This design comes from an exercise in tuning for small area, a short achievable clock period and few clock cycles per item on the open sky130 flow, not from production work.
At most, simulation tests tie the RTL to the original design; equivalence was not proved.
Power figures rest on the tool's default switching activity, not on a simulated workload. The clock port is modelled as an ideal driver; clocking choices that lean on that would not hold on a real chip.

==> flow/design.v <==
package deq_pkg;
  localparam int DEF_CAPACITY   = 16;
  localparam int DEF_DATA_WIDTH = 32;
  localparam int VALUE_W        = 32;
  localparam int COUNT_W        = 5;
  typedef enum logic [1:0] {
    ACT_PUSH_FRONT = 2'd0,
    ACT_PUSH_BACK  = 2'd1,
    ACT_POP_FRONT  = 2'd2,
    ACT_POP_BACK   = 2'd3
  } action_t;
  typedef enum logic [1:0] {
    STAT_OK    = 2'd0,
    STAT_EMPTY = 2'd1,
    STAT_FULL  = 2'd2
  } status_t;
  typedef enum logic {
    ST_IDLE = 1'b0,
    ST_RESP = 1'b1
  } state_t;
  typedef struct packed {
    action_t              action;
    logic [VALUE_W-1:0]   data_in;
  } cmd_t;
  typedef struct packed {
    logic [VALUE_W-1:0]   popped_value;
    status_t              status;
    logic [COUNT_W-1:0]   entry_count;
    logic                 is_empty;
    logic [VALUE_W-1:0]   front_value;
    logic [VALUE_W-1:0]   back_value;
  } res_t;
endpackage
module deq_ram #(
  parameter int WIDTH = 32,
  parameter int DEPTH = 16
) (
  input  logic                     clk,
  input  logic                     we,
  input  logic [$clog2(DEPTH)-1:0] waddr,
  input  logic [WIDTH-1:0]         wdata,
  input  logic [$clog2(DEPTH)-1:0] raddr,
  output logic [WIDTH-1:0]         rdata
);
  logic [WIDTH-1:0] mem [DEPTH];
  always_ff @(posedge clk) begin
    if (we) begin
      mem[waddr] <= wdata;
    end
    rdata <= mem[raddr];
  end
endmodule
module double_ended_queue #(
  parameter int CAPACITY   = deq_pkg::DEF_CAPACITY,
  parameter int DATA_WIDTH = deq_pkg::DEF_DATA_WIDTH
) (
  input  logic           clk,
  input  logic           rst,
  input  logic           start,
  output logic           busy,
  input  logic [33:0]    cmd_bits,
  output logic           done,
  output logic [103:0]   result_bits
);
  localparam int M  = CAPACITY - 2;
  localparam int W  = DATA_WIDTH;
  localparam int CW = $clog2(CAPACITY + 1);
  deq_pkg::cmd_t cmd;
  deq_pkg::res_t result;
  assign cmd         = cmd_bits;
  assign result_bits = result;
  logic          cv;
  logic [1:0]    cact;
  logic [W-1:0]  cdat;
  assign cv   = start;
  assign cact = cmd.action;
  assign cdat = cmd.data_in;
  logic [W-1:0]  mem [M];
  logic [M-1:0]  ih_oh;      
  logic [M-1:0]  it_oh;      
  logic [CW-1:0] count;
  logic          is_empty;   
  logic          is_one;     
  logic          is_two;     
  logic          is_full;    
  logic [W-1:0]  front_q;    
  logic [W-1:0]  back_q;     
  logic          done_q;
  logic [W-1:0]  popped_q;
  logic [1:0]    stat_q;
  logic          push_f, push_b, pop_f, pop_b;
  logic          do_pf, do_pb, do_qf, do_qb;
  logic          many;       
  logic [M-1:0]  rsel;       
  logic [W-1:0]  rd;
  logic [W-1:0]  wdata;
  logic [M-1:0]  we;
  assign push_f = (cact == deq_pkg::ACT_PUSH_FRONT);
  assign push_b = (cact == deq_pkg::ACT_PUSH_BACK);
  assign pop_f  = (cact == deq_pkg::ACT_POP_FRONT);
  assign pop_b  = (cact == deq_pkg::ACT_POP_BACK);
  assign do_pf = cv && push_f && !is_full;
  assign do_pb = cv && push_b && !is_full;
  assign do_qf = cv && pop_f && !is_empty;
  assign do_qb = cv && pop_b && !is_empty;
  assign many  = !is_empty && !is_one;
  assign wdata = push_f ? front_q : back_q;
  always_comb begin
    rsel = cact[0] ? it_oh : ih_oh;
    rd   = '0;
    for (int i = 0; i < M; i++) begin
      rd   = rd | ({W{rsel[i]}} & mem[i]);
      we[i]    = many && ((do_pf && ih_oh[(i+1)%M]) || (do_pb && it_oh[(i+M-1)%M]));
    end
  end
  always_ff @(posedge clk) begin
    for (int i = 0; i < M; i++) begin
      if (we[i]) begin
        mem[i] <= wdata;
      end
    end
  end
  always_ff @(posedge clk) begin
    done_q <= start && !rst;
  end
  always_ff @(posedge clk) begin
    if (rst) begin
      ih_oh    <= {{(M-1){1'b0}}, 1'b1};
      it_oh    <= {1'b1, {(M-1){1'b0}}};
      count    <= '0;
      is_empty <= 1'b1;
      is_one   <= 1'b0;
      is_two   <= 1'b0;
      is_full  <= 1'b0;
      front_q  <= '0;
      back_q   <= '0;
    end else begin
      if (do_pf && many) begin
        ih_oh <= {ih_oh[0], ih_oh[M-1:1]};
      end else if (do_qf && !is_one && !is_two) begin
        ih_oh <= {ih_oh[M-2:0], ih_oh[M-1]};
      end
      if (do_pb && many) begin
        it_oh <= {it_oh[M-2:0], it_oh[M-1]};
      end else if (do_qb && !is_one && !is_two) begin
        it_oh <= {it_oh[0], it_oh[M-1:1]};
      end
      if (do_pf || do_pb) begin
        count    <= count + 1'b1;
        is_empty <= 1'b0;
        is_one   <= is_empty;
        is_two   <= is_one;
        is_full  <= (count == CW'(CAPACITY - 1));
      end else if (do_qf || do_qb) begin
        count    <= count - 1'b1;
        is_empty <= is_one;
        is_one   <= is_two;
        is_two   <= (count == CW'(3));
        is_full  <= 1'b0;
      end
      if (do_pf || (do_pb && is_empty)) begin
        front_q <= cdat;
      end else if (do_qf) begin
        front_q <= is_one ? '0 : (is_two ? back_q : rd);
      end else if (do_qb && is_one) begin
        front_q <= '0;
      end
      if (do_pb || (do_pf && is_empty)) begin
        back_q <= cdat;
      end else if (do_qb) begin
        back_q <= is_one ? '0 : (is_two ? front_q : rd);
      end else if (do_qf && is_one) begin
        back_q <= '0;
      end
    end
  end
  always_ff @(posedge clk) begin
    popped_q <= pop_f ? front_q : (pop_b ? back_q : '0);
    if (push_f || push_b) begin
      stat_q <= is_full ? deq_pkg::STAT_FULL : deq_pkg::STAT_OK;
    end else begin
      stat_q <= is_empty ? deq_pkg::STAT_EMPTY : deq_pkg::STAT_OK;
    end
  end
  always_comb begin
    busy                = 1'b0;
    done                = done_q;
    result.popped_value = popped_q;
    result.status       = deq_pkg::status_t'(stat_q);
    result.entry_count  = count;
    result.is_empty     = is_empty;
    result.front_value  = front_q;
    result.back_value   = back_q;
  end
endmodule
module deque_top (
  input  logic        clk,
  input  logic        rst,
  input  logic        start,
  output logic        busy,
  input  logic [1:0]  cmd_action,
  input  logic [31:0] cmd_data,
  output logic        done,
  output logic [31:0] res_popped,
  output logic [1:0]  res_status,
  output logic [4:0]  res_count,
  output logic        res_empty,
  output logic [31:0] res_front,
  output logic [31:0] res_back
);
  deq_pkg::cmd_t cmd;
  deq_pkg::res_t result;
  assign cmd.action  = deq_pkg::action_t'(cmd_action);
  assign cmd.data_in = cmd_data;
  double_ended_queue u_deq (
    .clk         (clk),
    .rst         (rst),
    .start       (start),
    .busy        (busy),
    .cmd_bits    (cmd),
    .done        (done),
    .result_bits (result)
  );
  assign res_popped = result.popped_value;
  assign res_status = result.status;
  assign res_count  = result.entry_count;
  assign res_empty  = result.is_empty;
  assign res_front  = result.front_value;
  assign res_back   = result.back_value;
endmodule
export LEC_CHECK = 0
export CAP_MARGIN = 20
export CORE_MARGIN = 2
export CORE_UTILIZATION = 40
export SETUP_SLACK_MARGIN = 3.0
export SLEW_MARGIN = 20
create_clock -name core_clock -period 5.0 [get_ports {clk}]
standard.sh (not shown) runs the stock make flow with config.mk's settings and CLKGATE_MAP_FILE= SYNTH_SCRIPT=/design/flow/synth_recipe.tcl, a recipe that flattens the netlist after the stock synthesis.
==> flow/flow/run.sh <==
#!/bin/bash
# Standard ORFS layout with two changes: ports get a plain buffer cell, and
# CTS builds larger sink clusters without dummy loads.
set -euo pipefail
export BUFFER_PORTS_ARGS="-buffer_cell sky130_fd_sc_hd__buf_2"
export CTS_ARGS="-sink_clustering_enable -repair_clock_nets -dont_use_dummy_load -buf_list {sky130_fd_sc_hd__clkbuf_8 sky130_fd_sc_hd__clkbuf_16} -sink_clustering_size 30 -sink_clustering_max_diameter 100"
bash standard.sh > standard.log 2>&1
Change:
--- a/flow/design.v
+++ b/flow/design.v
@@ -73,7 +73,5 @@
   logic [1:0]    cact;
   logic [W-1:0]  cdat;
-  assign cv   = start;
-  assign cact = cmd.action;
-  assign cdat = cmd.data_in;
+  logic          rst_q;
   logic [W-1:0]  mem [M];
   logic [M-1:0]  ih_oh;      
@@ -92,4 +90,6 @@
   logic          do_pf, do_pb, do_qf, do_qb;
   logic          many;       
+  logic [M-1:0]  ih_nx;      
+  logic [M-1:0]  it_nx;      
   logic [M-1:0]  rsel;       
   logic [W-1:0]  rd;
@@ -107,9 +107,22 @@
   assign wdata = push_f ? front_q : back_q;
   always_comb begin
-    rsel = cact[0] ? it_oh : ih_oh;
-    rd   = '0;
+    rd = '0;
     for (int i = 0; i < M; i++) begin
-      rd   = rd | ({W{rsel[i]}} & mem[i]);
+      rd = rd | ({W{rsel[i]}} & mem[i]);
       we[i]    = many && ((do_pf && ih_oh[(i+1)%M]) || (do_pb && it_oh[(i+M-1)%M]));
+    end
+  end
+  always_comb begin
+    ih_nx = ih_oh;
+    it_nx = it_oh;
+    if (do_pf && many) begin
+      ih_nx = {ih_oh[0], ih_oh[M-1:1]};
+    end else if (do_qf && !is_one && !is_two) begin
+      ih_nx = {ih_oh[M-2:0], ih_oh[M-1]};
+    end
+    if (do_pb && many) begin
+      it_nx = {it_oh[M-2:0], it_oh[M-1]};
+    end else if (do_qb && !is_one && !is_two) begin
+      it_nx = {it_oh[0], it_oh[M-1:1]};
     end
   end
@@ -122,8 +135,13 @@
   end
   always_ff @(posedge clk) begin
-    done_q <= start && !rst;
-  end
-  always_ff @(posedge clk) begin
-    if (rst) begin
+    cv     <= start && !rst;
+    done_q <= cv && !rst;
+    rst_q  <= rst;
+    cact   <= cmd.action;
+    cdat   <= cmd.data_in;
+    rsel   <= cmd.action[0] ? it_nx : ih_nx;
+  end
+  always_ff @(posedge clk) begin
+    if (rst_q) begin
       ih_oh    <= {{(M-1){1'b0}}, 1'b1};
       it_oh    <= {1'b1, {(M-1){1'b0}}};
@@ -136,14 +154,6 @@
       back_q   <= '0;
     end else begin
-      if (do_pf && many) begin
-        ih_oh <= {ih_oh[0], ih_oh[M-1:1]};
-      end else if (do_qf && !is_one && !is_two) begin
-        ih_oh <= {ih_oh[M-2:0], ih_oh[M-1]};
-      end
-      if (do_pb && many) begin
-        it_oh <= {it_oh[M-2:0], it_oh[M-1]};
-      end else if (do_qb && !is_one && !is_two) begin
-        it_oh <= {it_oh[0], it_oh[M-1:1]};
-      end
+      ih_oh <= ih_nx;
+      it_oh <= it_nx;
       if (do_pf || do_pb) begin
         count    <= count + 1'b1;
=> Utilization goes down by 1.1 points. Clock-buffer cell count increases by 3. Wire length drops by a little under a tenth. Cell area is higher by a few percent. Clock skew goes up by 0.016 ns. First-iteration DRC count went down by a quarter to a third. Cell count increases by a few percent.
Testbench counts after the change, summed over its fixed seeds: cycles 8,016, items 8,000.
The RTL of the first run of this note was laid out without a check of its function.

* * *

main:
Another version of the RTL of deque_top (not shown whole).
Size in the first run: ~1,600 cells after synthesis, ~640 flip-flops, roughly 140 I/O pins, about 0.024 mm² of cells after synthesis.
==> module double_ended_queue, before the edit <==
module double_ended_queue #(
  parameter int CAPACITY   = deq_pkg::DEF_CAPACITY,
  parameter int DATA_WIDTH = deq_pkg::DEF_DATA_WIDTH
) (
  input  logic           clk,
  input  logic           rst,
  input  logic           start,
  output logic           busy,
  input  logic [33:0]    cmd_bits,
  output logic           done,
  output logic [103:0]   result_bits
);
  localparam int M  = CAPACITY - 2;
  localparam int W  = DATA_WIDTH;
  localparam int CW = $clog2(CAPACITY + 1);
  deq_pkg::cmd_t cmd;
  deq_pkg::res_t result;
  assign cmd         = cmd_bits;
  assign result_bits = result;
  logic          cv;
  logic [1:0]    cact;
  logic [W-1:0]  cdat;
  logic          rst_q;
  logic          wr_f;       
  logic          wr_b;       
  logic [M-1:0]  rsel;       
  logic [W-1:0]  mem [M];
  logic [M-1:0]  ih_oh;      
  logic [M-1:0]  it_oh;      
  logic [CW-1:0] count;
  logic          is_empty;   
  logic          is_one;     
  logic          is_two;     
  logic          is_full;    
  logic [W-1:0]  front_q;    
  logic [W-1:0]  back_q;     
  logic          done_q;
  logic [W-1:0]  popped_q;
  logic [1:0]    stat_q;
  logic [M-1:0]  ih_nx, it_nx;
  logic [CW-1:0] count_nx;
  logic          empty_nx, one_nx, two_nx, full_nx;
  logic [W-1:0]  front_nx, back_nx;
  logic          push_f, push_b, pop_f, pop_b;
  logic          do_pf, do_pb, do_qf, do_qb;   
  logic          in_go;
  logic          deep;       
  logic [W-1:0]  rd;
  logic [W-1:0]  wdata;
  logic          in_push, in_room;
  logic [M-1:0]  we;
  assign push_f = (cact == deq_pkg::ACT_PUSH_FRONT);
  assign push_b = (cact == deq_pkg::ACT_PUSH_BACK);
  assign pop_f  = (cact == deq_pkg::ACT_POP_FRONT);
  assign pop_b  = (cact == deq_pkg::ACT_POP_BACK);
  assign deep  = !is_empty && !is_one && !is_two;
  assign wdata = push_f ? front_q : back_q;
  always_comb begin
    rd = '0;
    for (int i = 0; i < M; i++) begin
      rd = rd | ({W{rsel[i]}} & mem[i]);
    end
  end
  always_ff @(posedge clk) begin
    for (int i = 0; i < M; i++) begin
      if (we[i]) begin
        mem[i] <= wdata;
      end
    end
  end
  always_comb begin
    ih_nx    = ih_oh;
    it_nx    = it_oh;
    count_nx = count;
    empty_nx = is_empty;
    one_nx   = is_one;
    two_nx   = is_two;
    full_nx  = is_full;
    front_nx = front_q;
    back_nx  = back_q;
    if (rst_q) begin
      ih_nx    = {{(M-1){1'b0}}, 1'b1};
      it_nx    = {1'b1, {(M-1){1'b0}}};
      count_nx = '0;
      empty_nx = 1'b1;
      one_nx   = 1'b0;
      two_nx   = 1'b0;
      full_nx  = 1'b0;
      front_nx = '0;
      back_nx  = '0;
    end else begin
      if (do_pf && !is_empty && !is_one) begin
        ih_nx = {ih_oh[0], ih_oh[M-1:1]};
      end else if (do_qf && deep) begin
        ih_nx = {ih_oh[M-2:0], ih_oh[M-1]};
      end
      if (do_pb && !is_empty && !is_one) begin
        it_nx = {it_oh[M-2:0], it_oh[M-1]};
      end else if (do_qb && deep) begin
        it_nx = {it_oh[0], it_oh[M-1:1]};
      end
      if (do_pf || do_pb) begin
        count_nx = count + 1'b1;
        empty_nx = 1'b0;
        one_nx   = is_empty;
        two_nx   = is_one;
        full_nx  = (count == CW'(CAPACITY - 1));
      end else if (do_qf || do_qb) begin
        count_nx = count - 1'b1;
        empty_nx = is_one;
        one_nx   = is_two;
        two_nx   = (count == CW'(3));
        full_nx  = 1'b0;
      end
      if (do_pf || (do_pb && is_empty)) begin
        front_nx = cdat;
      end else if (do_qf) begin
        front_nx = is_one ? '0 : (is_two ? back_q : rd);
      end else if (do_qb && is_one) begin
        front_nx = '0;
      end
      if (do_pb || (do_pf && is_empty)) begin
        back_nx = cdat;
      end else if (do_qb) begin
        back_nx = is_one ? '0 : (is_two ? front_q : rd);
      end else if (do_qf && is_one) begin
        back_nx = '0;
      end
    end
  end
  assign in_go   = start && !rst;
  assign in_push = in_go && !cmd.action[1];
  assign in_room = !empty_nx && !one_nx && !full_nx;
  always_comb begin
    for (int i = 0; i < M; i++) begin
      we[i] = (wr_f && ih_oh[(i+1)%M]) || (wr_b && it_oh[(i+M-1)%M]);
    end
  end
  always_ff @(posedge clk) begin
    cv     <= start && !rst;
    done_q <= cv && !rst;
    rst_q  <= rst;
    cact   <= cmd.action;
    cdat   <= cmd.data_in;
    rsel   <= cmd.action[0] ? it_nx : ih_nx;
    do_pf  <= in_go && (cmd.action == deq_pkg::ACT_PUSH_FRONT) && !full_nx;
    do_pb  <= in_go && (cmd.action == deq_pkg::ACT_PUSH_BACK) && !full_nx;
    do_qf  <= in_go && (cmd.action == deq_pkg::ACT_POP_FRONT) && !empty_nx;
    do_qb  <= in_go && (cmd.action == deq_pkg::ACT_POP_BACK) && !empty_nx;
    wr_f   <= in_push && in_room && !cmd.action[0];
    wr_b   <= in_push && in_room && cmd.action[0];
  end
  always_ff @(posedge clk) begin
    ih_oh    <= ih_nx;
    it_oh    <= it_nx;
    count    <= count_nx;
    is_empty <= empty_nx;
    is_one   <= one_nx;
    is_two   <= two_nx;
    is_full  <= full_nx;
    front_q  <= front_nx;
    back_q   <= back_nx;
  end
  always_ff @(posedge clk) begin
    popped_q <= pop_f ? front_q : (pop_b ? back_q : '0);
    if (push_f || push_b) begin
      stat_q <= is_full ? deq_pkg::STAT_FULL : deq_pkg::STAT_OK;
    end else begin
      stat_q <= is_empty ? deq_pkg::STAT_EMPTY : deq_pkg::STAT_OK;
    end
  end
  always_comb begin
    busy                = 1'b0;
    done                = done_q;
    result.popped_value = popped_q;
    result.status       = deq_pkg::status_t'(stat_q);
    result.entry_count  = count;
    result.is_empty     = is_empty;
    result.front_value  = front_q;
    result.back_value   = back_q;
  end
endmodule
export LEC_CHECK = 0
export CAP_MARGIN = 20
export CORE_MARGIN = 2
export CORE_UTILIZATION = 40
export SETUP_SLACK_MARGIN = 2.8
export SLEW_MARGIN = 20
create_clock -name core_clock -period 5.0 [get_ports {clk}]
Scripts as last shown in full above: flow/flow/run.sh
> inputs changed (main -> the feature branch)
-- flow/design.v --
<<< main, line 95
  logic [W-1:0]  front_nx, back_nx;
  logic          push_f, push_b, pop_f, pop_b;
  logic          do_pf, do_pb, do_qf, do_qb;   
  logic          in_go;
  logic          deep;       
  logic [W-1:0]  rd;
>>> the feature branch, line 95
  logic [W-1:0]  front_nx, back_nx;
  logic          push_f, push_b, pop_f, pop_b;
  logic          do_pf, do_pb, do_qf, do_qb;
  logic          deep;       
  logic [W-1:0]  rd;
<<< main, line 106
  assign pop_f  = (cact == deq_pkg::ACT_POP_FRONT);
  assign pop_b  = (cact == deq_pkg::ACT_POP_BACK);
  assign deep  = !is_empty && !is_one && !is_two;
  assign wdata = push_f ? front_q : back_q;
>>> the feature branch, line 105
  assign pop_f  = (cact == deq_pkg::ACT_POP_FRONT);
  assign pop_b  = (cact == deq_pkg::ACT_POP_BACK);
  assign do_pf = cv && push_f && !is_full;
  assign do_pb = cv && push_b && !is_full;
  assign do_qf = cv && pop_f && !is_empty;
  assign do_qb = cv && pop_b && !is_empty;
  assign deep  = !is_empty && !is_one && !is_two;
  assign wdata = push_f ? front_q : back_q;
<<< main, line 181
    end
  end
  assign in_go   = start && !rst;
  assign in_push = in_go && !cmd.action[1];
  assign in_room = !empty_nx && !one_nx && !full_nx;
  always_comb begin
>>> the feature branch, line 184
    end
  end
  assign in_push = start && !rst && !cmd.action[1];
  assign in_room = !empty_nx && !one_nx && !full_nx;
  always_comb begin
<<< main, line 196
    cdat   <= cmd.data_in;
    rsel   <= cmd.action[0] ? it_nx : ih_nx;
    do_pf  <= in_go && (cmd.action == deq_pkg::ACT_PUSH_FRONT) && !full_nx;
    do_pb  <= in_go && (cmd.action == deq_pkg::ACT_PUSH_BACK) && !full_nx;
    do_qf  <= in_go && (cmd.action == deq_pkg::ACT_POP_FRONT) && !empty_nx;
    do_qb  <= in_go && (cmd.action == deq_pkg::ACT_POP_BACK) && !empty_nx;
    wr_f   <= in_push && in_room && !cmd.action[0];
    wr_b   <= in_push && in_room && cmd.action[0];
>>> the feature branch, line 198
    cdat   <= cmd.data_in;
    rsel   <= cmd.action[0] ? it_nx : ih_nx;
    wr_f   <= in_push && in_room && !cmd.action[0];
    wr_b   <= in_push && in_room && cmd.action[0];
--- outcome ---
- Per the comparison of the feature branch with main, wire length of the first global-routing pass increased 2.0%, switching share of power decreased 0.34 points, estimated wirelength of the detail-placed design increased 2.1%.
- The feature branch ends up with a number of clock sinks that is 4 lower than in main.
- The feature branch reports its critical path's slowest cell as dfxtp_4 while main reports or4b_4.
- For the feature branch, the classification of the worst-slack hold path was in -> reg, unlike main, where it was reg -> reg.
- Looking only at utilization, and setting everything else aside, the higher value of main and the feature branch goes to the feature branch.
- For number of maximum-capacitance constraint violations, main and the feature branch come out practically identical.
- Diff main -> the feature branch: final worst clock skew up 49 ps; maximum number of pins on one net before global-route repair decreased 1; part of the power in combinational logic down 0.2 points; horizontal die dimension essentially unchanged.
- Changes observed in the feature branch relative to main: sequential share of cell area decreased 0.87 points; placer's final routability congestion estimate increased 1.6%; sum of routed wire length over all layers increased 1.3%.
No functional check of the RTL was part of any run of this note.

afterwards: timing with drivers on the ports:
The results above use ideal ports. As a check the final layouts listed here were re-extracted and re-timed, cells and wires unchanged. Step 1: set_driving_cell puts a clkbuf_16 on clk and a buf_2 on each other input, an assumption about the parent block. Step 2 adds t to the input delays and takes it off the output delays; t is the mean of the earliest and latest rising clock arrival at the registers after step 1. Input paths then give back, and output paths get back, about the clock's delay inside the block. a / b / c = ideal / step 1 / step 2; a / b = the first two.
run | t (ns) | setup slack, ns | latest minus earliest clock arrival (ns) | worst slew at a driven data input, ns
the first run of note 1 | 0.635 | 2.813 / 2.503 / 1.869 | 0.066 / 0.067 | 0.44
the second run of note 1 | 0.639 | 2.853 / 2.836 / 2.853 | 0.059 / 0.059 | 0.07
main | 0.637 | 2.777 / 2.757 / 2.522 | 0.035 / 0.035 | 0.06
the feature branch | 0.625 | 2.809 / 2.764 / 2.635 | 0.085 / 0.085 | 0.04
After both steps setup and hold are still met in every run listed. For the first run of note 1, which loses most, drivers alone change the setup slack by -0.310 ns; drivers and shift together by -0.944 ns.
